This design comes from an exercise in tuning for small area, a short achievable clock period and few clock cycles per item on the open sky130 flow, not from production work. RTL that was checked went through simulation tests only; none was proved equivalent to the original. For runs 1, 3 and 4, only the layout was checked, not whether the RTL still works. Power and IR drop assume default switching activity.

## flow/flow/run.sh

```bash
#!/bin/bash
set -euo pipefail
MARGIN=$(cat flow/margin.txt)
CTS=$(cat flow/cts_args.txt)
sed -e "s/SETUP_SLACK_MARGIN=5/SETUP_SLACK_MARGIN=${MARGIN}/" \
    -e "s|\"\${@:-finish}\"|'CTS_ARGS=${CTS}' \"\${@:-finish}\"|" \
    standard.sh > standard_tuned.sh
grep -q "SETUP_SLACK_MARGIN=${MARGIN}" standard_tuned.sh
grep -q "CTS_ARGS=" standard_tuned.sh
bash standard_tuned.sh > make.log 2>&1
```

## flow/flow/cts_args.txt

```
-sink_clustering_enable -repair_clock_nets -dont_use_dummy_load -buf_list {sky130_fd_sc_hd__clkbuf_4 sky130_fd_sc_hd__clkbuf_8}
```

## flow/flow/margin.txt

```
6.5
```

## flow/standard.sh

```bash
#!/bin/bash
# synth_recipe.tcl (not shown) runs the flow's synth.tcl, then flattens the netlist and writes it again
# the make line also repeats each setting of config.mk as NAME=value (left out here)
make -C /OpenROAD-flow-scripts/flow DESIGN_CONFIG=/design/flow/config.mk WORK_HOME=/design/flow/orfs CLKGATE_MAP_FILE= SYNTH_SCRIPT=/design/flow/synth_recipe.tcl "${@:-finish}"
```

## flow/config.mk

```make
export PLATFORM = sky130hd
export DESIGN_NAME = frequency_based_cache_replacement_core
export DESIGN_NICKNAME = frequency_based_cache_replacement_core
export VERILOG_FILES = /design/flow/design.v
export SDC_FILE = /design/flow/constraint.sdc
export NUM_CORES = 4
export LEC_CHECK = 0
export CAP_MARGIN = 20
export CORE_MARGIN = 2
export CORE_UTILIZATION = 55
export SETUP_SLACK_MARGIN = 5
export SLEW_MARGIN = 20
```

## flow/constraint.sdc

```tcl
create_clock -name core_clock -period 10.0 [get_ports {clock}]
set_input_delay 2.0000 -clock core_clock [delete_from_list [all_inputs] [get_ports {clock}]]
set_output_delay 2.0000 -clock core_clock [all_outputs]
set_load 0.01 [all_outputs]
```

## flow/design.v

```verilog
package fbrc_pkg;
   localparam int ENTRIES = 16;
   localparam int COUNT_W = 16;
   localparam int FD_W    = 16;
   localparam int BN_W    = 31;
   localparam int KEY_W   = FD_W + BN_W;
   localparam int SLOT_W  = 4;
   localparam int CFG_W   = 5;
   localparam logic [CFG_W-1:0] NEW_SECTION_RESET = 5'd4;
   localparam logic [CFG_W-1:0] OLD_SECTION_RESET = 5'd8;
endpackage
module frequency_based_cache_replacement_core (
   input  logic        clock,
   input  logic        reset,
   input  logic        req_tvalid,
   output logic        req_tready,
   input  logic [47:0] req_tdata,
   output logic        rsp_tvalid,
   input  logic        rsp_tready,
   output logic [55:0] rsp_tdata,
   output logic [1:0]  rsp_tuser,
   input  logic        csr_valid,
   output logic        csr_ready,
   input  logic [0:0]  csr_index,
   input  logic [4:0]  csr_data
);
   localparam int N  = fbrc_pkg::ENTRIES;
   localparam int KW = fbrc_pkg::KEY_W;
   localparam int CW = fbrc_pkg::COUNT_W;
   localparam int SW = fbrc_pkg::SLOT_W;
   localparam int RW = 2 + SW + KW;    
   logic [N-1:0] newm, inwin;
   logic [N-1:0] newm_w, inwin_w;
   assign csr_ready = 1'b1;
   always_comb begin
      for (int i = 0; i < N; i++) begin
         newm_w[i]  = ({1'b0, csr_data} > 6'(i));
         inwin_w[i] = (csr_data == 5'd0) ? (i == N - 1) : ({1'b0, csr_data} >= 6'(N - i));
      end
   end
   always_ff @(posedge clock) begin
      if (reset) begin
         newm  <= N'(16'h000f);    
         inwin <= N'(16'hff00);    
      end else if (csr_valid) begin
         if (csr_index[0]) inwin <= inwin_w;
         else              newm  <= newm_w;
      end
   end
   logic [KW-1:0] key  [N];
   logic [CW-1:0] cnt  [N];
   logic [SW-1:0] slot [N];
   logic [N-1:0]  v;                 
   logic [SW-1:0] occ;               
   logic [N-1:0]  lt [N];            
   logic          a_v, b_v;          
   logic [KW-1:0] a_key, b_key;
   logic [N-1:0]  b_m;               
   logic [CW-1:0] b_c;               
   logic [SW-1:0] b_s;               
   logic          h_v, s_v;
   logic [RW-1:0] h_d, s_d;
   logic          rdy;
   logic          go, deq, adv;
   logic          a_v_n, b_v_n, h_v_n, s_v_n;
   assign go  = b_v & ~(h_v & s_v);
   assign adv = a_v & (~b_v | go);
   assign deq = h_v & rsp_tready;
   assign a_v_n = (a_v & ~adv) | (req_tvalid & rdy);
   assign b_v_n = (b_v & ~go) | adv;
   always_comb begin
      h_v_n = h_v;
      s_v_n = s_v;
      if (go) begin
         if (h_v & ~deq) s_v_n = 1'b1;
         h_v_n = 1'b1;
      end else if (deq) begin
         h_v_n = s_v;
         s_v_n = 1'b0;
      end
   end
   always_ff @(posedge clock) begin
      if (reset) begin
         a_v <= 1'b0;
         b_v <= 1'b0;
         h_v <= 1'b0;
         s_v <= 1'b0;
         rdy <= 1'b1;
      end else begin
         a_v <= a_v_n;
         b_v <= b_v_n;
         h_v <= h_v_n;
         s_v <= s_v_n;
         rdy <= ~(a_v_n & b_v_n & h_v_n & s_v_n);
      end
   end
   always_ff @(posedge clock) begin
      if (rdy) a_key <= req_tdata[KW-1:0];
   end
   assign req_tready = rdy;
   logic [N-1:0]  m0;
   logic [CW-1:0] c0;
   logic [SW-1:0] s0;
   logic          same;              
   always_comb begin
      c0 = '0;
      s0 = '0;
      for (int i = 0; i < N; i++) begin
         m0[i] = v[i] && (key[i] == a_key);
         c0 = c0 | ({CW{m0[i]}} & cnt[i]);
         s0 = s0 | ({SW{m0[i]}} & slot[i]);
      end
   end
   assign same = (a_key == b_key);
   logic [N-1:0]  vict, sh, hth, vth;
   logic          hit, full, ev, in_new, inc;
   logic [CW-1:0] cnew, cp1;
   logic [SW-1:0] sv, snew;
   logic [KW-1:0] evk;
   logic [N-1:0]  lt_p, lt_q, lt_o, lt_c, lt_n;
   assign full = v[N-1];
   function automatic logic less(input logic [CW-1:0] a, input logic [CW-1:0] b);
      less = 1'b0;
      for (int i = 0; i < CW; i++) less = (~a[i] & b[i]) | (~(a[i] ^ b[i]) & less);
   endfunction
   always_comb begin
      for (int i = 0; i < N; i++) begin
         vict[i] = inwin[i];
         for (int j = 0; j < N; j++) begin
            if (j > i) vict[i] = vict[i] & lt[i][j];
            if (j < i) vict[i] = vict[i] & ~(inwin[j] & lt[j][i]);
         end
      end
   end
   assign hit = |b_m;
   assign ev  = ~hit & full;
   assign in_new = |(b_m & newm);
   always_comb begin
      sv  = '0;
      evk = '0;
      for (int i = 0; i < N; i++) begin
         sv  = sv  | ({SW{vict[i]}} & slot[i]);
         evk = evk | ({KW{vict[i]}} & key[i]);
      end
   end
   assign inc  = ~in_new & ~(&b_c);
   assign cp1  = b_c + CW'(1);
   assign cnew = hit ? (inc ? cp1 : b_c) : CW'(1);
   assign snew = hit ? b_s : full ? sv : occ;
   always_comb begin
      logic hm, vm;
      hm = 1'b0;
      vm = 1'b0;
      for (int i = N - 1; i >= 0; i--) begin
         hm = hm | b_m[i];
         vm = vm | vict[i];
         hth[i] = hm;
         vth[i] = vm;
      end
      sh[0] = 1'b1;
      for (int i = 1; i < N; i++) begin
         sh[i] = hit ? hth[i] : full ? vth[i] : v[i-1];
      end
   end
   always_comb begin
      for (int k = 0; k < N; k++) begin
         lt_p[k] = less(cp1, cnt[k]);
         lt_q[k] = less(b_c, cnt[k]);
         lt_o[k] = |cnt[k][CW-1:1];
         lt_c[k] = hit ? (inc ? lt_p[k] : lt_q[k]) : lt_o[k];
      end
      lt_n = '0;
      for (int j = 1; j < N; j++) lt_n[j] = sh[j] ? lt_c[j-1] : lt_c[j];
   end
   always_ff @(posedge clock) begin
      if (go) begin
         key[0]  <= b_key;
         cnt[0]  <= cnew;
         slot[0] <= snew;
         lt[0]   <= lt_n;
         for (int i = 1; i < N; i++) begin
            if (sh[i]) begin
               key[i]  <= key[i-1];
               cnt[i]  <= cnt[i-1];
               slot[i] <= slot[i-1];
            end
         end
         for (int a = 1; a < N; a++) begin
            for (int b = a + 1; b < N; b++) begin
               if (sh[b])      lt[a][b] <= lt[a-1][b-1];
               else if (sh[a]) lt[a][b] <= lt[a-1][b];
            end
         end
      end
   end
   always_ff @(posedge clock) begin
      if (reset) begin
         v   <= '0;
         occ <= '0;
      end else if (go & ~hit & ~full) begin
         v   <= {v[N-2:0], 1'b1};
         occ <= occ + SW'(1);
      end
   end
   always_ff @(posedge clock) begin
      if (adv) begin
         b_key <= a_key;
         if (go) begin
            b_m[0] <= same;
            for (int i = 1; i < N; i++) b_m[i] <= sh[i] ? m0[i-1] : m0[i];
            b_c <= same ? cnew : c0;
            b_s <= same ? snew : s0;
         end else begin
            b_m <= m0;
            b_c <= c0;
            b_s <= s0;
         end
      end
   end
   logic [RW-1:0] res;
   assign res = {ev, hit, snew, ev ? evk : KW'(0)};
   always_ff @(posedge clock) begin
      if (go) begin
         if (~h_v | deq) h_d <= res;
         if (h_v)        s_d <= res;
      end else if (deq) begin
         h_d <= s_d;
      end
   end
   assign rsp_tvalid = h_v;
   assign rsp_tuser  = h_d[RW-1:RW-2];
   assign rsp_tdata  = {5'b0, h_d[KW-1:0], h_d[KW+SW-1:KW]};
endmodule
```

==> results of run 1 <==
-- cell usage in the layout, fill, tap and decap left out, drive strengths merged, types with 181 or more instances in the layout --
cell type	instances
a22o	181
a221oi	184
clkbuf	259
mux2	181
xnor2	197
nand2	284
edfxtp	1428
a22oi	208
buf	480
nor4	221
xor2	576
ha	482
-- per-stage QoR --
| step | hold slack (ns) | setup WS, ns | total power, uW | area, um2 |
|---|---|---|---|---|
| floorplan | 0.408 | 6.31 | 7410 | 76900 |
| global placement | 0.435 | 3.85 | 7830 | 80200 |
| detailed placement | 0.445 | 3.75 | 7840 | 80200 |
| CTS | 0.360 | 6.19 | 12300 | 89100 |
| global route | 0.380 | 5.91 | 12700 | 91700 |
| finish | 0.401 | 5.97 | 12500 | 91800 |
-- layout make-up --
class | instances | area (um2) | area share, %
clock buffer | 241 | 3320 | 3.62
timing repair buffer | 570 | 6600 | 7.19
tap | 1794 | 2240 | 2.45
multi-input combinational | 3809 | 35000 | 38.1
timing repair inverter | 3 | 22.5 | 0.0245
antenna | 26 | 65.1 | 0.0709
sequential | 1485 | 44100 | 48.0
inverter | 103 | 489 | 0.533
-- critical path, delay by kind of cell (launching register included) --
kind | cells | cell delay, ns
buffers and inverters | 5 | 0.84
adder cells (fa/ha/maj) | 2 | 0.48
AO/OA/AOI/OAI | 4 | 0.71
AND/OR/NAND/NOR | 4 | 0.96
flip-flops | 1 | 0.41
XOR/XNOR | 1 | 0.26
-- what timing repair did --
action | 4_1_cts | 5_1_grt
setup endpoints to repair | 1359 | 627
cloned | 31 | 18
setup buffers | 177 | 75
resized for setup | 839 | 242
pin swaps | 118 | 102
-- worst max path at each step --
stage / to / cells past startpoint
6_report: lt[0][14] / 16
2_1_floorplan: cnt[7][0] / 12
3_5_place_dp: cnt[13][0] / 10
3_3_place_gp: cnt[13][0] / 10
5_1_grt: lt[0][1] / 18
4_1_cts: lt[0][13] / 16
-- metal layers --
layer / track usage, % / up-vias
li1: - / 23600
met1: 67.6 / 31600
met2: 68.7 / 7189
met3: 31.7 / 1794
met4: 26.6 / 54
met5: 1.85 / -
-- report_power, final --
part,total [uW],internal (uW),switching (uW)
Sequential,6850,6790,60.5
Clock,4500,2100,2400
Combinational,1130,367,767
Total,12500,9260,3230
-- kinds of logic after synthesis --
family	after synthesis
AOI/OAI and AO/OA	1298
adders and majority gates	482
other	2
DFF	1485
buffers and inverters	419
and+or+nand+nor	1063
xor gates and xnor gates	773
muxes	183
-- flip-flops by register name, indices dropped and copies added (netlist names), 4 cells and up --
register / flops
b_key: 47
slot: 64
key: 752
s_d: 53
v: 16
b_c: 16
inwin: 16
b_s: 4
lt: 120
b_m: 16
cnt: 256
a_key: 47
h_d: 53
newm: 16
occ: 4
==> results.yml, run 1 <==
status:
  outcome: "timing/DRC/antenna clean"
place:
  portBuffers: 112
  hpwl_mm: 249
  routabilityCongestion: 1.15
  post-place-cells: 7463
layout:
  syn_to_final_growth_pct: 19.9
  drive_above_1_share_pct: 23.4
  final_cells: 8031
  final_util_pct: 66.6
  fin_nets: 6754
  fill_cells: 10000
synthesis:
  synth-compound-area-share_pct: 12.9
  synth_most_common_cell: "edfxtp_1"
  syn_inst: 5705
  yosysSeqAreaShare_pct: 57.5
  syn_area_um2: 76500
  synthXorXnorAreaFrac_pct: 8.84
  synth-simple-area-share_pct: 7.70
  synth_ff_type: "edfxtp_1"
  ys_warn_count: 5
  netlist-cell-type-count: 89
  ys_top_cells_by_count: "1428 x edfxtp_1, 576 x xor2_1, 482 x ha_1, 283 x nand2_1, 209 x nor4_1"
  synth_fa_ha_area_share_pct: 7.88
  synth_top_family_by_area: "compound AO/OA/AOI/OAI gates"
  ys_seq_elements: 1485
  yosysTopAreaCell: "edfxtp_1"
  synthMuxAreaShare_pct: 2.69
  synth_area_leaders: "edfxtp_1 56%, ha_1 7.9%, xor2_1 6.6%, mux2_2 2.5%, xnor2_1 2.3%"
  synth_edf_count: 1428
  syn_area_per_cell_um2: 13.4
  synth_top_area_share_pct: 56.0
  async_reset_ff_share_pct: 0
grt:
  grt_max_degree: 65
  grt_pass1_vias: 57700
  grt-ovfl-total: 0
  antenna_found_initial: 38
  grt.total_usage_pct: 52.6
  grt_first_pass_wirelength_mm: 502
worst_setup_path:
  rr_worst_depth: 16
  reg2reg_to: "lt[0][14]"
  crit_path_start: "b_c[0]"
  arrival_ns: 4.69
  worst_path_largest_cell_delay_ns: 0.41
  cp-start-kind: "register"
  crit_path_max_fanout: 16
  critPathRequiredTime_ns: 10.66
  crit_slowest_cell: "edfxtp_1"
  worstSetupPathType: "register to register"
  end_kind: "register"
  cp_common_cell: "buf_6"
  crit_chain: "buf_6 -> buf_6 -> ha_4 -> nand3_4 -> nor4_4 -> buf_6 -> nand3_1 -> xnor2_2 -> buf_12 -> ha_1 -> a21o_1 -> a2111oi_2 -> a211oi_1 -> buf_4 -> nor3_4 -> a31oi_4"
  r2r-start: "b_c[0]"
  reg2reg_slack_ns: 5.97
cts:
  cts-hold-fix-buffers: 0
  cts_sinks: 1485
  root_buffer: "clkbuf_8"
  clk_pin_slew_worst_paths_ns: 0.06
  clk_path_buf_depth: 3
  htree_num_levels: 4
  numCtsBuffers: 241
  cts_tree: "yes"
  clk_latency_ns: 1.02
sta:
  period_minus_slack_ns: 4.03
  relSlewSlack_pct: 12.3
  fin_tns_setup_ns: 0
  post-route-period-util_pct: 40.3
  finalMaxSlewViolations: 0
  clock_skew_ns: 0.105
  worstMarginPinSlew_ns: 1.31
  grt_setup_unrepaired: "yes"
  hold_viol_final: 0
  max_freq_ghz: 0.248
  setup_viol_count_final: 0
routing:
  routed-wl-met2_mm: 144
  vias: 64300
  dr_wl_met3_mm: 79.7
  drcViolationCount: 0
  dr.pass1.iters: 10
  drt-vias-per-instance: 8.00
  dr.max_layer_used: "met5"
  drt-met1-wl_mm: 132
  drt-total-wl_mm: 389
  ant_nets: 0
  routedWlPerCell_um: 48.4
  drt-initial-drc-count: 13200
pwr:
  p_per_area_nw_per_um2: 136
  p_leak_uw: 0.0324
  ir_worst_vdd_mv: 0.130
floorplanning:
  die_height_um: 377
  core_area_um2: 138000
  die_area_um2: 142000
  placementRows: 136
  pin_count: 120
  die_w_um: 377
  start_util_pct: 55.5
hold_path:
  min_path_type: "register to register"
  hold_end: "key[0][23]"
  hold_path_depth: 0
  min-delay-start: "b_key[23]"
flow_run:
  max_cap_viol_count: 0
==> run 2: changes to the inputs <==
--- a/flow/design.v
+++ b/flow/design.v
@@ -118,5 +118,5 @@
    logic [SW-1:0] sv, snew;
    logic [KW-1:0] evk;
-   logic [N-1:0]  lt_p, lt_q, lt_o, lt_c, lt_n;
+   logic [N-1:0]  lt_c, lt_n;
    assign full = v[N-1];
    function automatic logic less(input logic [CW-1:0] a, input logic [CW-1:0] b);
@@ -164,10 +164,5 @@
    end
    always_comb begin
-      for (int k = 0; k < N; k++) begin
-         lt_p[k] = less(cp1, cnt[k]);
-         lt_q[k] = less(b_c, cnt[k]);
-         lt_o[k] = |cnt[k][CW-1:1];
-         lt_c[k] = hit ? (inc ? lt_p[k] : lt_q[k]) : lt_o[k];
-      end
+      for (int k = 0; k < N; k++) lt_c[k] = less(cnew, cnt[k]);
       lt_n = '0;
       for (int j = 1; j < N; j++) lt_n[j] = sh[j] ? lt_c[j-1] : lt_c[j];
==> flow/run.sh (new file) <==
#!/bin/bash
# synth_recipe.tcl (not shown) runs the flow's synth.tcl, then flattens the netlist and writes it again
# the make line also repeats each setting of config.mk as NAME=value (left out here)
make -C /OpenROAD-flow-scripts/flow DESIGN_CONFIG=/design/flow/config.mk WORK_HOME=/design/flow/orfs CLKGATE_MAP_FILE= SYNTH_SCRIPT=/design/flow/synth_recipe.tcl finish
--- a/flow/config.mk
+++ b/flow/config.mk
@@ -8,5 +8,5 @@
 export CAP_MARGIN = 20
 export CORE_MARGIN = 2
-export CORE_UTILIZATION = 55
+export CORE_UTILIZATION = 40
 export SETUP_SLACK_MARGIN = 5
 export SLEW_MARGIN = 20
removed: flow/flow/run.sh
removed: flow/flow/cts_args.txt
removed: flow/flow/margin.txt
removed: flow/standard.sh
==> run 2 against run 1 <==
Against the previous run: worst hold slack better by 0.054 ns; design area down 11%; clock skew down 0.058 ns; clock power grew 45%; sequential cell count unchanged; count of clock-buffer cells in the layout down 36; worst setup slack worse by 1.0 ns; critical endpoint is now slot[11][1].
==> results.yml, run 2 <==
status:
  outcome: "timing/DRC/antenna clean"
sta:
  hold_viol_final: 0
  relSlewSlack_pct: 8.14
  fin_tns_setup_ns: 0
  grt_setup_unrepaired: "yes"
  worstMarginPinSlew_ns: 1.37
  setup_viol_count_final: 0
  post-route-period-util_pct: 50.5
  clock_skew_ns: 0.0473
  max_freq_ghz: 0.198
  finalMaxSlewViolations: 0
  period_minus_slack_ns: 5.05
pwr:
  p_leak_uw: 0.0280
  finalPower_uw: 14700
  ir_worst_vdd_mv: 0.159
  p_per_area_nw_per_um2: 180
cts:
  numCtsBuffers: 170
  root_buffer: "clkbuf_16"
  clk_pin_slew_worst_paths_ns: 0.06
  cts_tree: "yes"
  htree_num_levels: 4
  clk_path_buf_depth: 3
  clk_latency_ns: 0.87
  cts_sinks: 1485
layout:
  drive_above_1_share_pct: 14.4
  mostFrequentLayoutCells: "1428 x edfxtp_1, 521 x xor2_1, 283 x nand2_1"
  largest_reg_flops: 752
  top_regs: "key: 752 flops, cnt: 256 flops, lt: 120 flops"
  final_common_cell: "edfxtp_1"
  fin_nets: 5596
  fill_cells: 15600
  syn_to_final_growth_pct: 15.6
  largest_register: "key"
synthesis:
  ys_seq_elements: 1485
  ys_top_cells_by_count: "1428 x edfxtp_1, 523 x xor2_1, 292 x nand2_1, 242 x ha_1, 230 x clkbuf_1"
  synth_edf_count: 1428
  ys_warn_count: 5
  synth_area_leaders: "edfxtp_1 61%, xor2_1 6.5%, ha_1 4.3%, mux2_2 2.9%, xnor2_1 2.6%"
  yosysTopAreaCell: "edfxtp_1"
  async_reset_ff_share_pct: 0
  yosysSeqAreaShare_pct: 62.2
  netlist-cell-type-count: 72
  syn_area_per_cell_um2: 13.8
  synth_top_area_share_pct: 60.6
  syn_inst: 5116
  syn_area_um2: 70800
  synth_ff_type: "edfxtp_1"
  synth_most_common_cell: "edfxtp_1"
worst_setup_path:
  r2r-start: "lt[0][12]"
  critPathRequiredTime_ns: 10.48
  crit_path_start: "lt[0][12]"
  end_kind: "register"
  crit_path_max_fanout: 35
  worstSetupPathType: "register to register"
  cp-start-kind: "register"
  arrival_ns: 5.53
  rr_worst_depth: 10
floorplanning:
  core_area_um2: 176000
  die_height_um: 425
  die_area_um2: 180000
  start_util_pct: 40.2
  pin_count: 120
  die_w_um: 425
  placementRows: 154
routing:
  dr.pass1.iters: 9
  ant_nets: 0
  drt-initial-drc-count: 11000
  vias: 53500
  drcViolationCount: 0
  drt-vias-per-instance: 6.88
  routedWlPerCell_um: 45.5
  drt-total-wl_mm: 354
hold_path:
  min_path_type: "register to register"
  min-delay-start: "b_key[32]"
  hold_path_depth: 0
grt:
  grt-ovfl-total: 0
  grt_first_pass_wirelength_mm: 462
  antenna_found_initial: 39
  grt.total_usage_pct: 38.4
  grt_pass1_vias: 48300
  grt_max_degree: 65
place:
  portBuffers: 112
  routabilityCongestion: 1.13
  hpwl_mm: 248
flow_run:
  max_cap_viol_count: 0
## run 2: cell types whose count changed after synthesis, moves of 18 or more
cell       delta
a31oi_1      -18
a21oi_1      -75
a2111oi_0    -32
nand4_1      -23
nand3_1      -24
clkbuf_1    +109
nor2b_1      +22
a21o_1       -49
xor2_1       -53
buf_2       -135
nor4_1       -45
ha_1        -240
nand2b_1     +24
## run 2: cell families (layout without fill, tap and decap cells)
kind of cell | after synthesis | count (layout) | synth area share (%)
flops | 1485 | 1485 | 62.2
compound gates | 1056 | 1056 | 11.6
simple gates | 998 | 999 | 7.42
xor+xnor | 731 | 731 | 9.05
buf+inv | 402 | 715 | 2.27
fa+ha+maj | 242 | 242 | 4.28
mux | 200 | 200 | 3.15
other cells | 2 | 14 | 0.0106
## run 2: worst paths after layout
kind	to	slack (ns)
max	slot[11][1]	4.95
min	key[0][32]	0.46
max reg2reg	slot[11][1]	4.95
min reg2reg	key[0][32]	0.46
## run 2: metal layers
metal | GRT usage, % | vias up | part of all wire (%)
met3 | 16.6 | 834 | 16
met1 | 53.0 | 27400 | 39
met4 | 16.5 | 42 | 5.4
li1 | - | 20500 | -
met5 | 0 | - | 0.088
met2 | 52.1 | 4723 | 40
## run 2: worst max-delay path, stage by stage, from the launching register on
cell      delay, ns
edfxtp_1       0.50
a22o_1         0.30
a221oi_4       0.68
and4_4         0.44
or4_1          0.24
nor2_1         0.12
o21bai_1       0.19
buf_4          0.28
nand2_1        0.63
clkinv_8       0.57
buf_6          0.59
## run 2: timing repair
action,CTS,global route
setup endpoints to repair,699,428
hold buffers,0,0
resized for setup,97,32
buffers inserted,12,22
pin swaps,3,5
cloned,1,0
## run 2: report_power, final
group | total, uW | internal [uW] | switching, uW
registers | 7120 | 6950 | 174
clock network | 6530 | 3740 | 2790
logic | 1090 | 298 | 796
## run 2: cell type report
type,instances,area (um2),area share (%)
antenna,8,20.0,0.0245
clock buffer,205,4570,5.59
clock inverter,106,1130,1.38
inverter,100,524,0.641
multi-input combinational,3234,25900,31.7
sequential,1485,44000,53.8
tap,2340,2930,3.58
timing repair buffer,304,2670,3.26
## run 2: metrics by stage
stage / util [%] / cell area [um2] / cells / hold slack, ns / setup WS, ns
floorplan: - / 70800 / 5120 / 0.415 / 5.00
global placement: 42.7 / 75000 / 7426 / 0.436 / 3.66
detailed placement: 42.7 / 75100 / 7427 / 0.441 / 3.67
CTS: 46.2 / 81300 / 7751 / 0.458 / 5.00
global route: 46.5 / 81800 / 7776 / 0.465 / 4.90
finish: 46.5 / 81800 / 7782 / 0.456 / 4.95
Testbench counts of run 2, summed over its fixed seeds: cycles 4,024, items 4,000.
==> run 3: changes to the inputs <==
--- a/flow/design.v
+++ b/flow/design.v
@@ -57,4 +57,6 @@
    logic [KW-1:0] a_key, b_key;
    logic [N-1:0]  b_m;               
+   logic          b_hit;             
+   logic          b_innew;           
    logic [CW-1:0] b_c;               
    logic [SW-1:0] b_s;               
@@ -133,7 +135,7 @@
       end
    end
-   assign hit = |b_m;
+   assign hit = b_hit;
    assign ev  = ~hit & full;
-   assign in_new = |(b_m & newm);
+   assign in_new = b_innew;
    always_comb begin
       sv  = '0;
@@ -198,4 +200,14 @@
       end
    end
+   logic [N-1:0] m0x;
+   logic         innew0x;
+   always_comb begin
+      m0x = m0 & ~({N{ev}} & vict);
+      innew0x = 1'b0;
+      for (int r = 0; r < N; r++) begin
+         if (r < N - 1) innew0x = innew0x | (m0x[r] & (sh[r+1] ? newm[r+1] : newm[r]));
+         else           innew0x = innew0x | (m0x[r] & newm[r]);
+      end
+   end
    always_ff @(posedge clock) begin
       if (adv) begin
@@ -204,10 +216,14 @@
             b_m[0] <= same;
             for (int i = 1; i < N; i++) b_m[i] <= sh[i] ? m0[i-1] : m0[i];
-            b_c <= same ? cnew : c0;
-            b_s <= same ? snew : s0;
+            b_c     <= same ? cnew : c0;
+            b_s     <= same ? snew : s0;
+            b_hit   <= same | (|m0x);
+            b_innew <= same ? newm[0] : innew0x;
          end else begin
-            b_m <= m0;
-            b_c <= c0;
-            b_s <= s0;
+            b_m     <= m0;
+            b_c     <= c0;
+            b_s     <= s0;
+            b_hit   <= |m0;
+            b_innew <= |(m0 & newm);
          end
       end
==> flow/flow/run.sh (new file) <==
#!/bin/bash
set -euo pipefail
MARGIN=$(cat flow/margin.txt)
CTS=$(cat flow/cts_args.txt)
sed -e "s/SETUP_SLACK_MARGIN=5/SETUP_SLACK_MARGIN=${MARGIN}/" \
    -e "s|\"\${@:-finish}\"|'CTS_ARGS=${CTS}' \"\${@:-finish}\"|" \
    standard.sh > standard_tuned.sh
grep -q "SETUP_SLACK_MARGIN=${MARGIN}" standard_tuned.sh
grep -q "CTS_ARGS=" standard_tuned.sh
bash standard_tuned.sh > make.log 2>&1
==> flow/flow/cts_args.txt (new file) <==
-sink_clustering_enable -repair_clock_nets -dont_use_dummy_load -buf_list {sky130_fd_sc_hd__clkbuf_4 sky130_fd_sc_hd__clkbuf_8}
==> flow/flow/margin.txt (new file) <==
6.5
==> flow/standard.sh (new file) <==
#!/bin/bash
# synth_recipe.tcl (not shown) runs the flow's synth.tcl, then flattens the netlist and writes it again
# the make line also repeats each setting of config.mk as NAME=value (left out here)
make -C /OpenROAD-flow-scripts/flow DESIGN_CONFIG=/design/flow/config.mk WORK_HOME=/design/flow/orfs CLKGATE_MAP_FILE= SYNTH_SCRIPT=/design/flow/synth_recipe.tcl "${@:-finish}"
--- a/flow/config.mk
+++ b/flow/config.mk
@@ -8,5 +8,5 @@
 export CAP_MARGIN = 20
 export CORE_MARGIN = 2
-export CORE_UTILIZATION = 40
+export CORE_UTILIZATION = 45
 export SETUP_SLACK_MARGIN = 5
 export SLEW_MARGIN = 20
removed: flow/run.sh
==> run 3 against run 2 <==
Against the previous run: count of clock-buffer cells in the layout increased by 79; first-iteration DRC count increased by 1.7%; largest cell class unchanged; register-to-register slack improved by 0.43 ns; sequential cell count increased by 1; critical path type unchanged.
==> results.yml, run 3 <==
status:
  outcome: "timing/DRC/antenna clean"
sta:
  max_freq_ghz: 0.217
  period_minus_slack_ns: 4.61
  finalMaxSlewViolations: 0
  fin_tns_setup_ns: 0
  grt_setup_unrepaired: "yes"
  clock_skew_ns: 0.108
  hold_viol_final: 0
  relSlewSlack_pct: 10.6
  setup_viol_count_final: 0
  worstMarginPinSlew_ns: 1.34
  post-route-period-util_pct: 46.1
synthesis:
  synth_area_leaders: "edfxtp_1 60%, xor2_1 6.2%, ha_1 4.3%, xnor2_1 2.7%, a22oi_1 2.4%"
  synth_top_area_share_pct: 60.4
  ys_seq_elements: 1486
  synth_ff_type: "edfxtp_1"
  synth_most_common_cell: "edfxtp_1"
  yosysTopAreaCell: "edfxtp_1"
  synth_edf_count: 1429
  syn_area_per_cell_um2: 13.5
  syn_area_um2: 71100
  yosysSeqAreaShare_pct: 62.0
  ys_warn_count: 5
  netlist-cell-type-count: 71
  syn_inst: 5272
  ys_top_cells_by_count: "1429 x edfxtp_1, 502 x xor2_1, 415 x nand2_1, 258 x clkbuf_1, 242 x ha_1"
  async_reset_ff_share_pct: 0
floorplanning:
  core_area_um2: 157000
  placementRows: 145
  die_area_um2: 161000
  pin_count: 120
  die_w_um: 401
  start_util_pct: 45.4
  die_height_um: 401
cts:
  clk_latency_ns: 1.05
  root_buffer: "clkbuf_8"
  cts_sinks: 1486
  clk_path_buf_depth: 4
  htree_num_levels: 5
  cts_tree: "yes"
  cts-hold-fix-buffers: 0
  numCtsBuffers: 284
  clk_pin_slew_worst_paths_ns: 0.06
pwr:
  p_per_area_nw_per_um2: 153
  p_leak_uw: 0.0299
  ir_worst_vdd_mv: 0.133
place:
  hpwl_mm: 253
  routabilityCongestion: 1.11
  post-place-cells: 7297
  portBuffers: 112
grt:
  grt.total_usage_pct: 46.9
  grt-ovfl-total: 0
  grt_first_pass_wirelength_mm: 503
  grt_pass1_vias: 53400
  grt_max_degree: 65
  antenna_found_initial: 36
worst_setup_path:
  arrival_ns: 5.38
  critical_path.top_delay_family: "compound AO/OA/AOI/OAI gates"
  rr_worst_depth: 17
  reg2reg_to: "lt[0][3]"
  r2r-start: "b_c[3]"
  end_kind: "register"
  reg2reg_slack_ns: 5.39
  crit_path_max_fanout: 5
  crit_chain: "and4_4 -> nand4_1 -> buf_6 -> o31a_1 -> nand4_1 -> buf_6 -> nor3_4 -> xor2_2 -> nand2_2 -> ha_4 -> o21a_1 -> o2111ai_2 -> o21ai_2 -> or3_4 -> o221ai_4 -> o21ai_2 -> mux2_2"
  worstSetupPathType: "register to register"
  path_buf_inv: 2
  critPathRequiredTime_ns: 10.76
  cp-start-kind: "register"
  crit_slowest_cell: "or3_4"
  worst_path_largest_cell_delay_ns: 0.41
routing:
  drt-vias-per-instance: 7.38
  drt-initial-drc-count: 11100
  dr.pass1.iters: 7
  drt-total-wl_mm: 390
  vias: 58500
  drcViolationCount: 0
  ant_nets: 0
  routedWlPerCell_um: 49.2
hold_path:
  hold_path_depth: 0
  min_path_type: "register to register"
  hold_end: "key[3][0]"
  min-delay-start: "key[2][0]"
flow_run:
  max_cap_viol_count: 0
layout:
  fill_cells: 12900
  drive_above_1_share_pct: 24.8
  fin_nets: 6146
  largest_register: "key"
  final_common_cell: "edfxtp_1"
  syn_to_final_growth_pct: 23.5
  top_regs: "key: 752 flops, cnt: 256 flops, lt: 120 flops"
  final_cells: 7926
  largest_reg_flops: 752
  multi_input_area_um2: 29300
  mostFrequentLayoutCells: "1429 x edfxtp_1, 446 x xor2_1, 385 x nand2_1"
  regArea_um2: 44100
-- run 3: cell types whose count changed in the layout (fill, tap and decap cells not counted), sizes merged, moves of 21 or more --
cell,delta
clkinv,-63
buf,+323
o22ai,+23
clkdlybuf4s50,-55
xor2,-21
mux2,-55
bufinv,-21
clkbuf,+94
nor2b,-34
nand2,+125
-- run 3: cell families after synthesis --
logic type      count (synthesis)  share of synthesized area (%)
buf+inv                       445                           2.42
flops                        1486                           62.0
mux                           149                           2.32
simple gates                 1095                           7.77
fa+ha+maj                     242                           4.26
other cells                     2                         0.0106
xor+xnor                      720                           8.87
compound gates               1133                           12.4
-- run 3: area by class of cell --
| type | instances | area share (%) |
|---|---|---|
| flip-flops and latches | 1486 | 50.2 |
| multi-input cells | 3348 | 33.3 |
| repair buffers | 604 | 8.36 |
| clock buffers | 284 | 4.45 |
| well taps | 2058 | 2.93 |
| inverters | 121 | 0.647 |
| diodes | 25 | 0.0713 |
-- run 3: how the worst max path moves through the flow --
stage | from | end | slack, ns | depth (start not counted)
finish | b_c[3] | lt[0][3] | 5.39 | 17
global route | b_c[3] | lt[0][1] | 5.32 | 20
CTS | b_c[3] | lt[0][2] | 5.55 | 18
detailed placement | inwin[0] | key[5][11] | 4.01 | 13
global placement | inwin[0] | key[5][11] | 4.02 | 13
floorplan | b_m[14] | cnt[2][0] | 5.83 | 11
-- run 3: power breakdown --
| part | internal, uW | switching [uW] |
|---|---|---|
| combinational | 408 | 879 |
| clock | 2510 | 2540 |
| sequential | 6920 | 143 |
-- run 3: metrics by stage --
step / total power (uW) / util, % / cell area [um2] / hold slack, ns / setup slack, ns
global route: 13600 / 56.0 / 87700 / 0.432 / 5.32
global placement: 8140 / 48.3 / 75700 / 0.431 / 4.02
detailed placement: 8150 / 48.3 / 75700 / 0.440 / 4.01
finish: 13400 / 56.1 / 87800 / 0.412 / 5.39
CTS: 13200 / 55.1 / 86300 / 0.418 / 5.55
floorplan: 7610 / - / 71800 / 0.409 / 5.83
-- run 3: repair_timing --
action / 4_1_cts / 5_1_grt
pin swaps: 102 / 89
setup buffers: 213 / 44
endpoints found under the hold margin: 0 / 0
endpoints found under the setup margin: 1370 / 638
gates resized for setup: 920 / 137
cloned: 49 / 14
-- run 3: routing by layer --
metal,GRT usage (%),wire [um],vias to the layer above
met4,27.9,31000,25
met1,60.5,139000,29300
met5,0.714,510,-
met3,26.2,71700,1372
met2,60.5,147000,6072
li1,-,-,21700
==> run 4: changes to the inputs <==
--- a/flow/design.v
+++ b/flow/design.v
@@ -120,5 +120,5 @@
    logic [SW-1:0] sv, snew;
    logic [KW-1:0] evk;
-   logic [N-1:0]  lt_c, lt_n;
+   logic [N-1:0]  lt_q, lt_e, lt_o, lt_c, lt_n;
    assign full = v[N-1];
    function automatic logic less(input logic [CW-1:0] a, input logic [CW-1:0] b);
@@ -165,6 +165,13 @@
       end
    end
-   always_comb begin
-      for (int k = 0; k < N; k++) lt_c[k] = less(cnew, cnt[k]);
+   logic [CW-1:0] incm;
+   assign incm = b_c ^ cp1;
+   always_comb begin
+      for (int k = 0; k < N; k++) begin
+         lt_q[k] = less(b_c, cnt[k]);
+         lt_e[k] = ((cnt[k] ^ b_c) == incm);
+         lt_o[k] = |cnt[k][CW-1:1];
+         lt_c[k] = hit ? (lt_q[k] & ~(inc & lt_e[k])) : lt_o[k];
+      end
       lt_n = '0;
       for (int j = 1; j < N; j++) lt_n[j] = sh[j] ? lt_c[j-1] : lt_c[j];
==> run 4 against run 3 <==
Against the previous run: sequential share of layout area fell by 2.7 points; design area rose by 5.6%; critical path type unchanged; clock power rose by 1%; worst setup slack improved by 0.42 ns; power fell by 0.22%; clock skew fell by 0.029 ns; core utilization rose by 0.13 points; register-to-register slack improved by 0.42 ns; critical endpoint is now b_innew; final cell count rose by 9.8%.
==> results.yml, run 4 <==
status:
  outcome: "timing/DRC/antenna clean"
place:
  hpwl_mm: 267
  routabilityCongestion: 1.12
  placed_area_um2: 79300
  portBuffers: 112
  post-place-cells: 7973
floorplanning:
  placementRows: 149
  die_height_um: 412
  start_util_pct: 45.3
  die_area_um2: 170000
  pin_count: 120
  core_area_um2: 165000
  die_w_um: 412
synthesis:
  yosysSeqAreaShare_pct: 58.9
  syn_area_per_cell_um2: 12.9
  synth_top_family_by_area: "compound AO/OA/AOI/OAI gates"
  ys_top_cells_by_count: "1429 x edfxtp_1, 626 x xor2_1, 455 x nand2_1, 334 x xnor2_1, 258 x ha_1"
  synth-compound-area-share_pct: 11.8
  synth_edf_count: 1429
  synth_fa_ha_area_share_pct: 4.31
  synthMuxAreaShare_pct: 2.08
  synth_most_common_cell: "edfxtp_1"
  synth_ff_type: "edfxtp_1"
  yosysTopAreaCell: "edfxtp_1"
  synth_top_area_share_pct: 57.4
  async_reset_ff_share_pct: 0
  netlist-cell-type-count: 77
  ys_warn_count: 5
  ys_seq_elements: 1486
  syn_inst: 5814
  synth-simple-area-share_pct: 9.32
  synthXorXnorAreaFrac_pct: 11.2
  syn_area_um2: 74800
  synth_area_leaders: "edfxtp_1 57%, xor2_1 7.3%, ha_1 4.3%, xnor2_1 3.9%, a22oi_1 2.4%"
grt:
  antenna_found_initial: 47
  grt_pass1_vias: 57100
  grt-ovfl-total: 0
  grt_max_degree: 103
  grt_first_pass_wirelength_mm: 532
  grt.total_usage_pct: 47.1
hold_path:
  min_path_type: "register to register"
sta:
  worstMarginPinSlew_ns: 1.24
  fin_hold_ws_ns: 0.420
  post-route-period-util_pct: 41.9
  clock_skew_ns: 0.0791
  grt_setup_unrepaired: "yes"
  finalMaxSlewViolations: 0
  period_minus_slack_ns: 4.19
  hold_viol_final: 0
  setup_viol_count_final: 0
  max_freq_ghz: 0.239
  relSlewSlack_pct: 17.4
  fin_tns_setup_ns: 0
layout:
  multi_input_area_um2: 32600
  top_regs: "key: 752 flops, cnt: 256 flops, lt: 120 flops"
  fin_nets: 6811
  mostFrequentLayoutCells: "1429 x edfxtp_1, 555 x xor2_1, 430 x nand2_1"
  fill_cells: 13600
  final_cells: 8701
  largest_register: "key"
  drive_above_1_share_pct: 23.8
  final_cell_area_um2: 92700
  final_common_cell: "edfxtp_1"
  syn_to_final_growth_pct: 23.9
  largest_reg_flops: 752
  regArea_um2: 44100
pwr:
  ir_worst_vdd_mv: 0.161
  p_per_area_nw_per_um2: 144
  p_leak_uw: 0.0321
cts:
  root_buffer: "clkbuf_8"
  clk_latency_ns: 1.09
  cts_tree: "yes"
  clk_path_buf_depth: 4
  numCtsBuffers: 288
  clk_pin_slew_worst_paths_ns: 0.06
  htree_num_levels: 5
  cts_sinks: 1486
worst_setup_path:
  critPathRequiredTime_ns: 10.88
  worst_path_largest_cell_delay_ns: 0.85
  crit_path_max_fanout: 24
  crit_slowest_cell: "xnor2_1"
  cp-start-kind: "register"
  end_kind: "register"
  crit_chain: "buf_4 -> xnor2_1 -> nand4_1 -> nor4_2 -> and3_1 -> buf_6 -> a22o_1 -> a211oi_1 -> o211ai_1 -> a31o_2 -> a311oi_1 -> o211ai_1 -> a2bb2oi_4"
  worstSetupPathType: "register to register"
  arrival_ns: 5.07
  cp_common_cell: "o211ai_1"
routing:
  drt-vias-per-instance: 7.31
  dr.pass1.iters: 9
  drcViolationCount: 0
  routedWlPerCell_um: 47.9
  vias: 63600
  drt-total-wl_mm: 416
  drt-initial-drc-count: 12300
  ant_nets: 0
flow_run:
  max_cap_viol_count: 0
## run 4: cell types whose count changed in the layout (fill, tap and decap cells not counted), sizes merged, moves of 41 or more
cell   delta
nor3     +50
a21oi    +41
nor4     +85
buf     +110
xnor2   +116
xor2    +124
## run 4: routing by layer
metal | vias to the layer above | global-route usage [%] | share of wire [%]
met5 | - | 0.622 | 0.35
met3 | 1547 | 25.2 | 19
met1 | 31600 | 62.3 | 36
met4 | 51 | 23.9 | 7.4
li1 | 23900 | - | -
met2 | 6529 | 61.8 | 38
## run 4: cell type report
type                       instances  share of cell area (%)
antenna                           20                  0.0540
clock buffer                     288                    4.28
inverter                          97                   0.510
multi-input combinational       3890                    35.2
sequential                      1486                    47.6
tap                             2189                    2.95
timing repair buffer             726                    9.44
timing repair inverter             5                  0.0432
## run 4: report_power, final
group          leakage [uW]  total (uW)  internal [uW]  switching [uW]
Combinational        0.0165        1240            408             836
Sequential           0.0135        7010           6880             128
Clock               0.00207        5110           2540            2570
## run 4: cell families after synthesis
kind of cell    Yosys count
mux                     140
xor+xnor                960
compound gates         1159
other cells               2
simple gates           1367
flops                  1486
buf+inv                 442
fa+ha+maj               258
## run 4: per-stage QoR
stage / util [%] / setup slack, ns / power (uW)
floorplan: - / 5.70 / 7570
global placement: 48.1 / 3.94 / 8080
detailed placement: 48.1 / 3.86 / 8080
CTS: 53.9 / 6.14 / 13200
global route: 56.2 / 5.99 / 13600
finish: 56.2 / 5.81 / 13400
## run 4: what timing repair did
item                       4_1_cts  5_1_grt
setup endpoints to repair     1413     1009
hold endpoints to repair         0        0
buffers inserted               208      135
hold buffers                     0        0
resized for setup              810      362
pin swaps                       64      167
gates cloned                    44       33
## run 4: worst max-delay path: cells and delay by family (launching register included)
kind / cells / cell delay [ns]
AO/OA/AOI/OAI: 7 / 1.06
XOR/XNOR: 1 / 0.85
flip-flops: 1 / 0.35
buffers and inverters: 2 / 0.60
AND/OR/NAND/NOR: 3 / 1.09
## run 4: final timing paths
path | from | end | slack [ns] | cells past startpoint
max reg2reg | a_key[16] | b_innew | 5.81 | 13
max | a_key[16] | b_innew | 5.81 | 13
min | slot[13][1] | slot[14][1] | 0.42 | 0
min reg2reg | slot[13][1] | slot[14][1] | 0.42 | 0
==> run 5: changes to the inputs <==
--- a/flow/design.v
+++ b/flow/design.v
@@ -56,4 +56,5 @@
    logic          a_v, b_v;          
    logic [KW-1:0] a_key, b_key;
+   logic [N-1:0]  a_m;               
    logic [N-1:0]  b_m;               
    logic          b_hit;             
@@ -101,13 +102,18 @@
    end
    assign req_tready = rdy;
-   logic [N-1:0]  m0;
+   logic [N-1:0]  m_in, m0;
    logic [CW-1:0] c0;
    logic [SW-1:0] s0;
    logic          same;              
+   logic          same_in;           
+   always_comb begin
+      for (int i = 0; i < N; i++) m_in[i] = v[i] && (key[i] == req_tdata[KW-1:0]);
+   end
+   assign same_in = (req_tdata[KW-1:0] == b_key);
+   assign m0      = a_m;
    always_comb begin
       c0 = '0;
       s0 = '0;
       for (int i = 0; i < N; i++) begin
-         m0[i] = v[i] && (key[i] == a_key);
          c0 = c0 | ({CW{m0[i]}} & cnt[i]);
          s0 = s0 | ({SW{m0[i]}} & slot[i]);
@@ -205,4 +211,14 @@
          v   <= {v[N-2:0], 1'b1};
          occ <= occ + SW'(1);
+      end
+   end
+   always_ff @(posedge clock) begin
+      if (rdy) begin
+         if (go) begin
+            a_m[0] <= same_in;
+            for (int i = 1; i < N; i++) a_m[i] <= sh[i] ? m_in[i-1] : m_in[i];
+         end else begin
+            a_m <= m_in;
+         end
       end
    end
--- a/flow/config.mk
+++ b/flow/config.mk
@@ -11,2 +11,3 @@
 export SETUP_SLACK_MARGIN = 5
 export SLEW_MARGIN = 20
+export TNS_END_PERCENT = 0
==> run 5 against run 4 <==
Against the previous run: worst hold slack improved by 0.018 ns; sequential power rose by 2%; first-iteration DRC count fell by 10%; combinational power fell by 4%; die area rose by 1.3%; via count fell by 2.8%; global-route usage fell by 0.99 points; core utilization fell by 4.2 points; largest cell class unchanged; highest routed layer unchanged.
==> results.yml, run 5 <==
routing:
  ant_nets: 0
  drt-total-wl_mm: 404
  vias: 61800
  drt-initial-drc-count: 11000
  dr.pass1.iters: 9
  drt-vias-per-instance: 7.33
  drcViolationCount: 0
  routedWlPerCell_um: 47.9
layout:
  mostFrequentLayoutCells: "1445 x edfxtp_1, 625 x xnor2_1, 401 x nand2_1"
  drive_above_1_share_pct: 15.1
  final_cell_area_um2: 87000
  syn_to_final_growth_pct: 14.8
  top_regs: "key: 752 flops, cnt: 256 flops, lt: 120 flops"
  largest_register: "key"
  final_common_cell: "edfxtp_1"
  largest_reg_flops: 752
  fin_nets: 6521
  final_cells: 8433
floorplanning:
  die_area_um2: 172000
  die_w_um: 414
  start_util_pct: 45.3
  pin_count: 120
  placementRows: 150
  die_height_um: 414
  core_area_um2: 167000
synthesis:
  synth_top_family_by_area: "compound AO/OA/AOI/OAI gates"
  yosysTopAreaCell: "edfxtp_1"
  synth-simple-area-share_pct: 8.60
  ys_warn_count: 5
  syn_area_per_cell_um2: 12.9
  synth_ff_type: "edfxtp_1"
  synthXorXnorAreaFrac_pct: 11.2
  synth_area_leaders: "edfxtp_1 57%, xnor2_1 7.8%, ha_1 4.3%, xor2_1 3.4%, a22oi_1 2.6%"
  syn_area_um2: 75800
  syn_inst: 5872
  synth_fa_ha_area_share_pct: 4.27
  ys_top_cells_by_count: "1445 x edfxtp_1, 677 x xnor2_1, 409 x nand2_1, 290 x xor2_1"
  yosysSeqAreaShare_pct: 58.8
  synthMuxAreaShare_pct: 2.35
  synth-compound-area-share_pct: 12.3
  synth_top_area_share_pct: 57.3
  synth_most_common_cell: "edfxtp_1"
  ys_seq_elements: 1502
  async_reset_ff_share_pct: 0
  netlist-cell-type-count: 82
  synth_edf_count: 1445
grt:
  grt_max_degree: 80
  antenna_found_initial: 36
  grt_pass1_vias: 57700
  grt.total_usage_pct: 46.1
  grt-ovfl-total: 0
  grt_first_pass_wirelength_mm: 532
worst_setup_path:
  rr_worst_depth: 7
  crit_path_max_fanout: 18
  reg2reg_to: "s_d[25]"
  end_kind: "register"
  critPathRequiredTime_ns: 10.97
  worstSetupPathType: "input port to register"
  cp-start-kind: "input port"
  crit_path_start: "req_tdata[40]"
  critPathCapture: "a_m[5]"
  arrival_ns: 5.07
  reg2reg_slack_ns: 6.06
  r2r-start: "lt[1][7]"
cts:
  cts_tree: "yes"
  cts_sinks: 1502
  numCtsBuffers: 287
  clk_pin_slew_worst_paths_ns: 0.06
  root_buffer: "clkbuf_8"
  clk_path_buf_depth: 4
  htree_num_levels: 5
  clk_latency_ns: 1.15
hold_path:
  min_path_type: "register to register"
sta:
  fin_hold_ws_ns: 0.437
  fin_tns_setup_ns: 0
  max_freq_ghz: 0.244
  clock_skew_ns: 0.116
  relSlewSlack_pct: 13.3
  period_minus_slack_ns: 4.10
  finalMaxSlewViolations: 0
  setup_viol_count_final: 0
  worstMarginPinSlew_ns: 1.30
  grt_setup_unrepaired: "yes"
  hold_viol_final: 0
  layout_setup_ws_ns: 5.90
  post-route-period-util_pct: 41.0
place:
  portBuffers: 112
  place_ws_ns: 3.94
  placed_area_um2: 79900
  routabilityCongestion: 1.10
  hpwl_mm: 274
  post-place-cells: 8009
status:
  outcome: "timing/DRC/antenna clean"
pwr:
  ir_worst_vdd_mv: 0.172
  p_per_area_nw_per_um2: 155
  p_leak_uw: 0.0291
flow_run:
  max_cap_viol_count: 0
run 5: area by class of cell:
| type | count | area (um2) |
|---|---|---|
| Inverter | 117 | 769 |
| Antenna cell | 27 | 67.6 |
| Multi-Input combinational cell | 3897 | 30800 |
| Tap cell | 2204 | 2760 |
| Fill cell | 14400 | 80300 |
| Sequential cell | 1502 | 44600 |
| Clock buffer | 287 | 3950 |
| Timing Repair Buffer | 386 | 3960 |
| Timing Repair inverter | 13 | 114 |
run 5: worst min path at each step:
| stage | start | endpoint | slack [ns] | depth (start not counted) |
|---|---|---|---|---|
| 2_1_floorplan | inwin[15] | inwin[15] | 0.41 | 1 |
| 3_3_place_gp | a_key[35] | b_key[35] | 0.45 | 0 |
| 3_5_place_dp | a_key[43] | b_key[43] | 0.46 | 0 |
| 4_1_cts | key[1][0] | key[2][0] | 0.46 | 0 |
| 5_1_grt | a_key[8] | b_key[8] | 0.47 | 0 |
| 6_report | key[1][0] | key[2][0] | 0.44 | 0 |
run 5: repair_timing:
item / 4_1_cts / 5_1_grt
pin swaps: 20 / 18
buffers inserted: 45 / 41
gates cloned: 22 / 1
hold buffers: 0 / 0
setup endpoints to repair: 1382 / 958
resized for setup: 369 / 133
run 5: cell families after synthesis:
kind of cell / count (synthesis)
simple gates: 1259
compound gates: 1244
other cells: 2
buf+inv: 477
flops: 1502
xor+xnor: 967
mux: 162
fa+ha+maj: 259
run 5: where the power goes:
| group | internal (uW) | switching, uW | total [uW] |
|---|---|---|---|
| Combinational | 375 | 817 | 1190 |
| Clock | 2530 | 2590 | 5120 |
| Sequential | 6990 | 162 | 7150 |
| Total | 9900 | 3560 | 13500 |
run 5: critical path: stages:
cell             delay, ns
clkdlybuf4s50_1       0.40
buf_4                 0.27
xnor2_1               0.68
nand4_1               0.42
nor4_2                0.66
nand4_1               0.35
mux2i_1               0.26
run 5: routing by layer:
| metal | GRT usage, % | wire length, um | share of wire [%] | up-vias |
|---|---|---|---|---|
| met5 | 0 | 143 | 0.035 | - |
| li1 | - | - | - | 23500 |
| met4 | 37.8 | 42400 | 11 | 22 |
| met3 | 17.1 | 53400 | 13 | 1637 |
| met1 | 55.2 | 139000 | 34 | 30900 |
| met2 | 66.4 | 169000 | 42 | 5769 |
run 5: metrics by stage:
step,total power [uW],util (%)
after global placement,8300,47.7
final,13500,52.0
after detailed placement,8300,47.8
after CTS,13300,51.3
after floorplan,7760,-
after global routing,13700,52.0
Testbench counts of run 5, summed over its fixed seeds: cycles 4,024, items 4,000.
==> run 6: changes to the inputs <==
--- a/flow/config.mk
+++ b/flow/config.mk
@@ -11,3 +11,2 @@
 export SETUP_SLACK_MARGIN = 5
 export SLEW_MARGIN = 20
-export TNS_END_PERCENT = 0
==> run 6 against run 5 <==
Against the previous run: die area is the same; count of clock-buffer cells in the layout grew 1; sequential share of layout area shrank 2.9 points; global-route usage grew 2.4 points; sequential power is essentially flat; final cell count grew 4.0%; sequential cell count is the same; design area grew 6.0%; synthesized area is the same; clock skew shrank 0.0090 ns; critical endpoint is now h_d[13]; largest cell class unchanged; highest routed layer unchanged.
==> results.yml, run 6 <==
floorplanning:
  die_w_um: 414
  die_height_um: 414
  placementRows: 150
  start_util_pct: 45.3
  core_area_um2: 167000
  die_area_um2: 172000
  pin_count: 120
sta:
  period_minus_slack_ns: 3.81
  grt_setup_unrepaired: "yes"
  hold_viol_final: 0
  max_freq_ghz: 0.262
  clock_skew_ns: 0.107
  worstMarginPinSlew_ns: 1.31
  setup_viol_count_final: 0
  finalMaxSlewViolations: 0
  post-route-period-util_pct: 38.1
  fin_hold_ws_ns: 0.449
  fin_tns_setup_ns: 0
  relSlewSlack_pct: 12.1
routing:
  dr.pass1.iters: 7
  vias: 64100
  ant_nets: 0
  drcViolationCount: 0
  routedWlPerCell_um: 49.7
  drt-vias-per-instance: 7.31
  drt-total-wl_mm: 436
  drt-initial-drc-count: 11400
hold_path:
  hold_end: "key[9][11]"
  hold_path_depth: 0
  min-delay-start: "key[8][11]"
  min_path_type: "register to register"
grt:
  grt.total_usage_pct: 48.6
  grt_max_degree: 63
  grtUsageMet3_pct: 16.4
  antenna_found_initial: 34
  grt_first_pass_wirelength_mm: 555
  grt.met2_usage_pct: 69.7
  use_met1_pct: 57.9
  grt-ovfl-total: 0
  grt_pass1_vias: 58700
  grt_busiest_layer: "met2"
worst_setup_path:
  cp-start-kind: "register"
  reg2reg_to: "h_d[13]"
  arrival_ns: 4.74
  end_kind: "register"
  reg2reg_slack_ns: 6.19
  crit_path_max_fanout: 32
  r2r-start: "lt[1][7]"
  rr_worst_depth: 10
  worstSetupPathType: "register to register"
  critPathRequiredTime_ns: 10.92
pwr:
  p_per_area_nw_per_um2: 148
  p_int_uw: 10000
  pwr-share-comb_pct: 10.3
  finalPower_uw: 13700
  switching_share_pct: 26.7
  ir_worst_vdd_mv: 0.152
  p_leak_uw: 0.0318
  switchingPower_uw: 3660
  seqPwrFrac_pct: 52.3
  pwr-share-clk_pct: 37.5
synthesis:
  netlist-cell-type-count: 82
  ys_warn_count: 5
  synth_area_leaders: "edfxtp_1 57%, xnor2_1 7.8%, ha_1 4.3%, xor2_1 3.4%, a22oi_1 2.6%"
  syn_inst: 5872
  async_reset_ff_share_pct: 0
  synth_edf_count: 1445
  syn_area_per_cell_um2: 12.9
  yosysSeqAreaShare_pct: 58.8
  synth_ff_type: "edfxtp_1"
  synth_top_area_share_pct: 57.3
  ys_seq_elements: 1502
  syn_area_um2: 75800
  synth_most_common_cell: "edfxtp_1"
  ys_top_cells_by_count: "1445 x edfxtp_1, 677 x xnor2_1, 409 x nand2_1, 290 x xor2_1"
  yosysTopAreaCell: "edfxtp_1"
place:
  placed_area_um2: 80100
  routabilityCongestion: 1.10
  portBuffers: 112
  hpwl_mm: 285
cts:
  cts_tree: "yes"
  clk_latency_ns: 1.11
  clk_path_buf_depth: 4
  clk_pin_slew_worst_paths_ns: 0.06
  root_buffer: "clkbuf_8"
  cts-hold-fix-buffers: 0
  htree_num_levels: 5
  numCtsBuffers: 288
  cts_sinks: 1502
layout:
  multi_input_area_um2: 32100
  syn_to_final_growth_pct: 21.6
  drive_above_1_share_pct: 22.2
  largest_reg_flops: 752
  largest_register: "key"
  fin_nets: 6854
  final_common_cell: "edfxtp_1"
  mostFrequentLayoutCells: "1445 x edfxtp_1, 600 x xnor2_1, 409 x buf_4"
  regArea_um2: 44600
  final_cell_area_um2: 92200
  fill_cells: 14100
  top_regs: "key: 752 flops, cnt: 256 flops, lt: 120 flops"
status:
  outcome: "timing/DRC/antenna clean"
flow_run:
  max_cap_viol_count: 0
## run 6: final cells by class
type | instances | share of cell area [%]
multi-input cells | 3897 | 34.8
clock buffers | 288 | 4.30
repair inverters | 3 | 0.0244
repair buffers | 728 | 8.81
diodes | 29 | 0.0787
well taps | 2204 | 2.99
inverters | 117 | 0.604
flip-flops and latches | 1502 | 48.4
## run 6: worst max-delay path by stage
stage                         end  slack (ns)  depth (start not counted)  startpoint
finish                    h_d[13]        6.19                         10    lt[1][7]
global placement      key[11][18]        4.29                         10    inwin[2]
floorplan                  h_d[0]        5.83                          2  rsp_tready
CTS                 rsp_tdata[45]        6.23                          1     h_d[41]
detailed placement    key[11][44]        4.27                         10    inwin[5]
global route        rsp_tdata[45]        6.25                          1     h_d[41]
## run 6: power by group through the flow
stage | clock network [uW] | logic, uW | registers [uW]
2_1_floorplan | 0 | 580 | 7190
3_3_place_gp | 0 | 1060 | 7270
3_5_place_dp | 0 | 1060 | 7270
4_1_cts | 5100 | 1190 | 7150
5_1_grt | 5350 | 1400 | 7150
6_report | 5130 | 1400 | 7150
## run 6: kinds of logic (layout without fill, tap and decap cells)
group	after synthesis	count (layout)	share of synthesized area, %
flops	1502	1502	58.8
mux	162	162	2.35
other cells	2	35	0.00991
xor+xnor	967	967	11.2
simple gates	1259	1259	8.60
fa+ha+maj	259	259	4.27
buf+inv	477	1136	2.49
compound gates	1244	1244	12.3
## run 6: layer usage
layer / share of wire [%] / vias to the layer above / wire (um)
li1: - / 24200 / -
met1: 33 / 31900 / 146000
met2: 41 / 6179 / 181000
met3: 14 / 1833 / 59300
met4: 12 / 12 / 50200
met5: 0.019 / - / 83
## run 6: stage by stage
| step | util (%) | std cells | worst slack [ns] |
|---|---|---|---|
| 2_1_floorplan | - | 5876 | 5.83 |
| 3_3_place_gp | 47.9 | 8029 | 4.29 |
| 3_5_place_dp | 47.9 | 8029 | 4.27 |
| 4_1_cts | 52.9 | 8489 | 6.23 |
| 5_1_grt | 55.1 | 8743 | 6.25 |
| 6_report | 55.1 | 8768 | 6.19 |
## run 6: critical path: stages (launching register included)
cell	delay, ns
edfxtp_1	0.48
nand4_1	0.20
nor3_1	0.28
and4_4	0.69
buf_6	0.53
a22o_1	0.25
a221oi_1	0.05
and3_1	0.23
a31oi_2	0.53
nand2_1	0.13
nand2_1	0.10
## run 6: repair_timing
action                      CTS  global route
cloned                       27            21
setup endpoints to repair  1383           796
setup buffers               145           226
pin swaps                    64            99
resized for setup           736           225
==> run 7: changes to the inputs <==
==> flow/flow/run.sh (replaced) <==
#!/bin/bash
set -euo pipefail
MARGIN=$(cat flow/margin.txt)
EXTRA=""
while IFS= read -r line; do
  [[ -z "$line" ]] && continue
  EXTRA="$EXTRA '$line'"
done < flow/make_args.txt
sed -e "s/SETUP_SLACK_MARGIN=5/SETUP_SLACK_MARGIN=${MARGIN}/" \
    -e "s|\"\${@:-finish}\"|${EXTRA} \"\${@:-finish}\"|" \
    standard.sh > standard_tuned.sh
grep -q "SETUP_SLACK_MARGIN=${MARGIN}" standard_tuned.sh
bash standard_tuned.sh > make.log 2>&1
==> flow/flow/make_args.txt (new file) <==
CTS_ARGS=-sink_clustering_enable -repair_clock_nets -dont_use_dummy_load
BUFFER_PORTS_ARGS=-buffer_cell sky130_fd_sc_hd__buf_4
--- a/flow/config.mk
+++ b/flow/config.mk
@@ -8,5 +8,6 @@
 export CAP_MARGIN = 20
 export CORE_MARGIN = 2
-export CORE_UTILIZATION = 45
+export CORE_UTILIZATION = 50
 export SETUP_SLACK_MARGIN = 5
 export SLEW_MARGIN = 20
+export TNS_END_PERCENT = 10
removed: flow/flow/cts_args.txt
==> run 7 against run 6 <==
Against the previous run: worst setup slack worse by 0.29 ns; design area is 4.6% lower; highest routed layer unchanged; critical path type is now input port to register; combinational power is 12% lower; register-to-register slack worse by 0.05 ns; sequential share of layout area is 2.3 points higher; clock skew is 0.014 ns lower; critical endpoint is now a_m[11]; still clean; sequential cell count stayed put; non-clock buffer count is 307 lower; via count is 3.6% lower.
==> results.yml, run 7 <==
routing:
  dr.pass1.iters: 8
  routedWlPerCell_um: 48.7
  drcViolationCount: 0
  ant_nets: 0
  drt-initial-drc-count: 11600
  drt-vias-per-instance: 7.58
  drt-total-wl_mm: 397
  vias: 61800
hold_path:
  min_path_type: "register to register"
  min-delay-start: "a_key[45]"
  hold_path_depth: 0
  hold_end: "b_key[45]"
worst_setup_path:
  crit_path_max_fanout: 17
  worst_path_largest_cell_delay_ns: 0.95
  critPathRequiredTime_ns: 10.64
  crit_path_start: "req_tdata[30]"
  rr_worst_depth: 12
  crit_chain: "buf_4 -> xnor2_1 -> nand4_1 -> nor4_4 -> nand3_2 -> mux2i_1"
  reg2reg_to: "h_d[5]"
  r2r-start: "inwin[2]"
  critical_path.top_delay_family: "simple AND/OR/NAND/NOR gates"
  arrival_ns: 4.74
  worstSetupPathType: "input port to register"
  end_kind: "register"
  cp-start-kind: "input port"
  crit_slowest_cell: "nand4_1"
  path_buf_inv: 1
  reg2reg_slack_ns: 6.14
floorplanning:
  core_area_um2: 150000
  placementRows: 142
  die_area_um2: 155000
  die_w_um: 393
  die_height_um: 393
  pin_count: 120
  start_util_pct: 50.5
sta:
  worstMarginPinSlew_ns: 1.37
  period_minus_slack_ns: 4.10
  finalMaxSlewViolations: 0
  setup_viol_count_final: 0
  grt_setup_unrepaired: "yes"
  layout_setup_ws_ns: 5.90
  fin_tns_setup_ns: 0
  relSlewSlack_pct: 8.39
  hold_viol_final: 0
  post-route-period-util_pct: 41.0
  max_freq_ghz: 0.244
  clock_skew_ns: 0.0929
grt:
  antenna_found_initial: 33
  grt_pass1_vias: 57000
  grt_max_degree: 79
  grt_first_pass_wirelength_mm: 516
  grt.total_usage_pct: 50.4
  grt-ovfl-total: 0
status:
  outcome: "timing/DRC/antenna clean"
synthesis:
  yosysSeqAreaShare_pct: 58.8
  synth_most_common_cell: "edfxtp_1"
  synth_fa_ha_area_share_pct: 4.27
  synth-compound-area-share_pct: 12.3
  netlist-cell-type-count: 82
  syn_area_per_cell_um2: 12.9
  synth_area_leaders: "edfxtp_1 57%, xnor2_1 7.8%, ha_1 4.3%, xor2_1 3.4%, a22oi_1 2.6%"
  synth_top_area_share_pct: 57.3
  synth_edf_count: 1445
  syn_area_um2: 75800
  synth_ff_type: "edfxtp_1"
  ys_warn_count: 5
  synth-simple-area-share_pct: 8.60
  synth_top_family_by_area: "compound AO/OA/AOI/OAI gates"
  async_reset_ff_share_pct: 0
  ys_seq_elements: 1502
  ys_top_cells_by_count: "1445 x edfxtp_1, 677 x xnor2_1, 409 x nand2_1, 290 x xor2_1"
  synthMuxAreaShare_pct: 2.35
  yosysTopAreaCell: "edfxtp_1"
  synthXorXnorAreaFrac_pct: 11.2
  syn_inst: 5872
pwr:
  ir_worst_vdd_mv: 0.156
  finalPower_uw: 13700
  p_leak_uw: 0.0296
  p_per_area_nw_per_um2: 156
place:
  portBuffers: 112
  place_ws_ns: 3.81
  routabilityCongestion: 1.13
  post-place-cells: 7774
  hpwl_mm: 267
cts:
  cts-hold-fix-buffers: 0
  root_buffer: "clkbuf_16"
  cts_tree: "yes"
  numCtsBuffers: 167
  htree_num_levels: 4
  clk_latency_ns: 0.85
  cts_sinks: 1502
  clk_path_buf_depth: 3
  clk_pin_slew_worst_paths_ns: 0.06
layout:
  fill_cells: 12100
  top_regs: "key: 752 flops, cnt: 256 flops, lt: 120 flops"
  final_util_pct: 58.5
  drive_above_1_share_pct: 16.6
  mostFrequentLayoutCells: "1445 x edfxtp_1, 624 x xnor2_1, 401 x nand2_1"
  fin_nets: 6440
  regArea_um2: 44600
  final_common_cell: "edfxtp_1"
  largest_reg_flops: 752
  largest_register: "key"
  final_cells: 8152
  syn_to_final_growth_pct: 16.0
  multi_input_area_um2: 31400
flow_run:
  max_cap_viol_count: 0
run 7: cell counts after synthesis:
Identical to the previous run, type by type.
run 7: kinds of logic after synthesis:
kind of cell | count (synthesis)
compound gates | 1244
xor+xnor | 967
fa+ha+maj | 259
buf+inv | 477
flops | 1502
mux | 162
other cells | 2
simple gates | 1259
run 7: per-stage QoR:
stage / instance area, um2 / hold slack (ns)
final: 87900 / 0.468
after global routing: 87900 / 0.475
after CTS: 85700 / 0.470
after detailed placement: 78900 / 0.456
after global placement: 78900 / 0.452
after floorplan: 75800 / 0.415
run 7: worst max path at each step:
stage               depth (start not counted)         end  slack [ns]
global route                                6     a_m[11]        6.10
CTS                                        12     b_innew        6.34
finish                                      6     a_m[11]        5.90
floorplan                                   8      a_m[0]        5.70
global placement                           11  key[2][19]        3.89
detailed placement                         11  key[2][19]        3.81
run 7: final cells by class:
class	count	share of cell area, %
repair buffers	421	4.94
well taps	2016	2.87
repair inverters	17	0.161
multi-input cells	3897	35.7
diodes	15	0.0427
inverters	117	0.817
flip-flops and latches	1502	50.7
clock buffers	167	4.75
run 7: metal layers:
metal / global-route usage (%) / part of all wire [%] / vias up / routed length (um)
met4: 42.9 / 12 / 18 / 45800
met3: 20.2 / 15 / 1712 / 60300
met5: 0.766 / 0.077 / - / 306
met1: 59.7 / 33 / 30600 / 130000
met2: 71.2 / 40 / 6114 / 161000
li1: - / - / 23400 / -
run 7: repair_timing:
| action | CTS | global route |
|---|---|---|
| resized for setup | 341 | 207 |
| pin swaps | 26 | 63 |
| setup endpoints to repair | 1344 | 666 |
| setup buffers | 67 | 95 |
| gates cloned | 26 | 6 |
run 7: where the power goes:
part | switching (uW) | total [uW] | internal [uW] | leakage [uW]
logic | 839 | 1230 | 388 | 0.0138
registers | 158 | 7140 | 6980 | 0.0137
clock network | 2470 | 5380 | 2910 | 0.00206
total | 3470 | 13700 | 10300 | 0.0296

[separate check: timing with driven ports]
The flow's constraints put no driver on any port. The routed layouts listed below were extracted and timed again, unchanged, in two steps. Step 1 sets driving cells, clkbuf_16 on the clock port and buf_2 on the other inputs (assumed; they add their load-dependent delay and slew). Step 2 times the ports against the registers' clock, not the clock port: input delays grow and output delays shrink by t, the midpoint of the rising clock arrivals with the driver on. a / b / c = ideal / step 1 / step 2; a / b = the first two.
run	t (ns)	setup WS [ns]	worst setup path after step 2	slew at the worst register clock pin (ns)	worst data-port slew with drivers (ns)
run 1	1.060	5.973 / 5.973 / 5.973	register to register	0.07 / 0.07	0.08
run 2	0.941	4.951 / 4.951 / 4.951	register to register	0.07 / 0.07	0.15
run 3	1.079	5.386 / 5.386 / 5.386	register to register	0.07 / 0.07	0.04
run 4	1.145	5.810 / 5.810 / 5.810	register to register	0.07 / 0.07	0.07
run 5	1.184	5.905 / 5.975 / 4.791	input to register	0.07 / 0.07	0.03
run 6	1.147	6.187 / 6.187 / 5.280	input to register	0.07 / 0.07	0.08
run 7	0.889	5.899 / 5.965 / 5.076	input to register	0.07 / 0.07	0.26
After both steps every run listed still meets setup and hold. For run 5, which loses most, drivers alone change the setup slack by +0.070 ns; drivers and shift together by -1.114 ns.
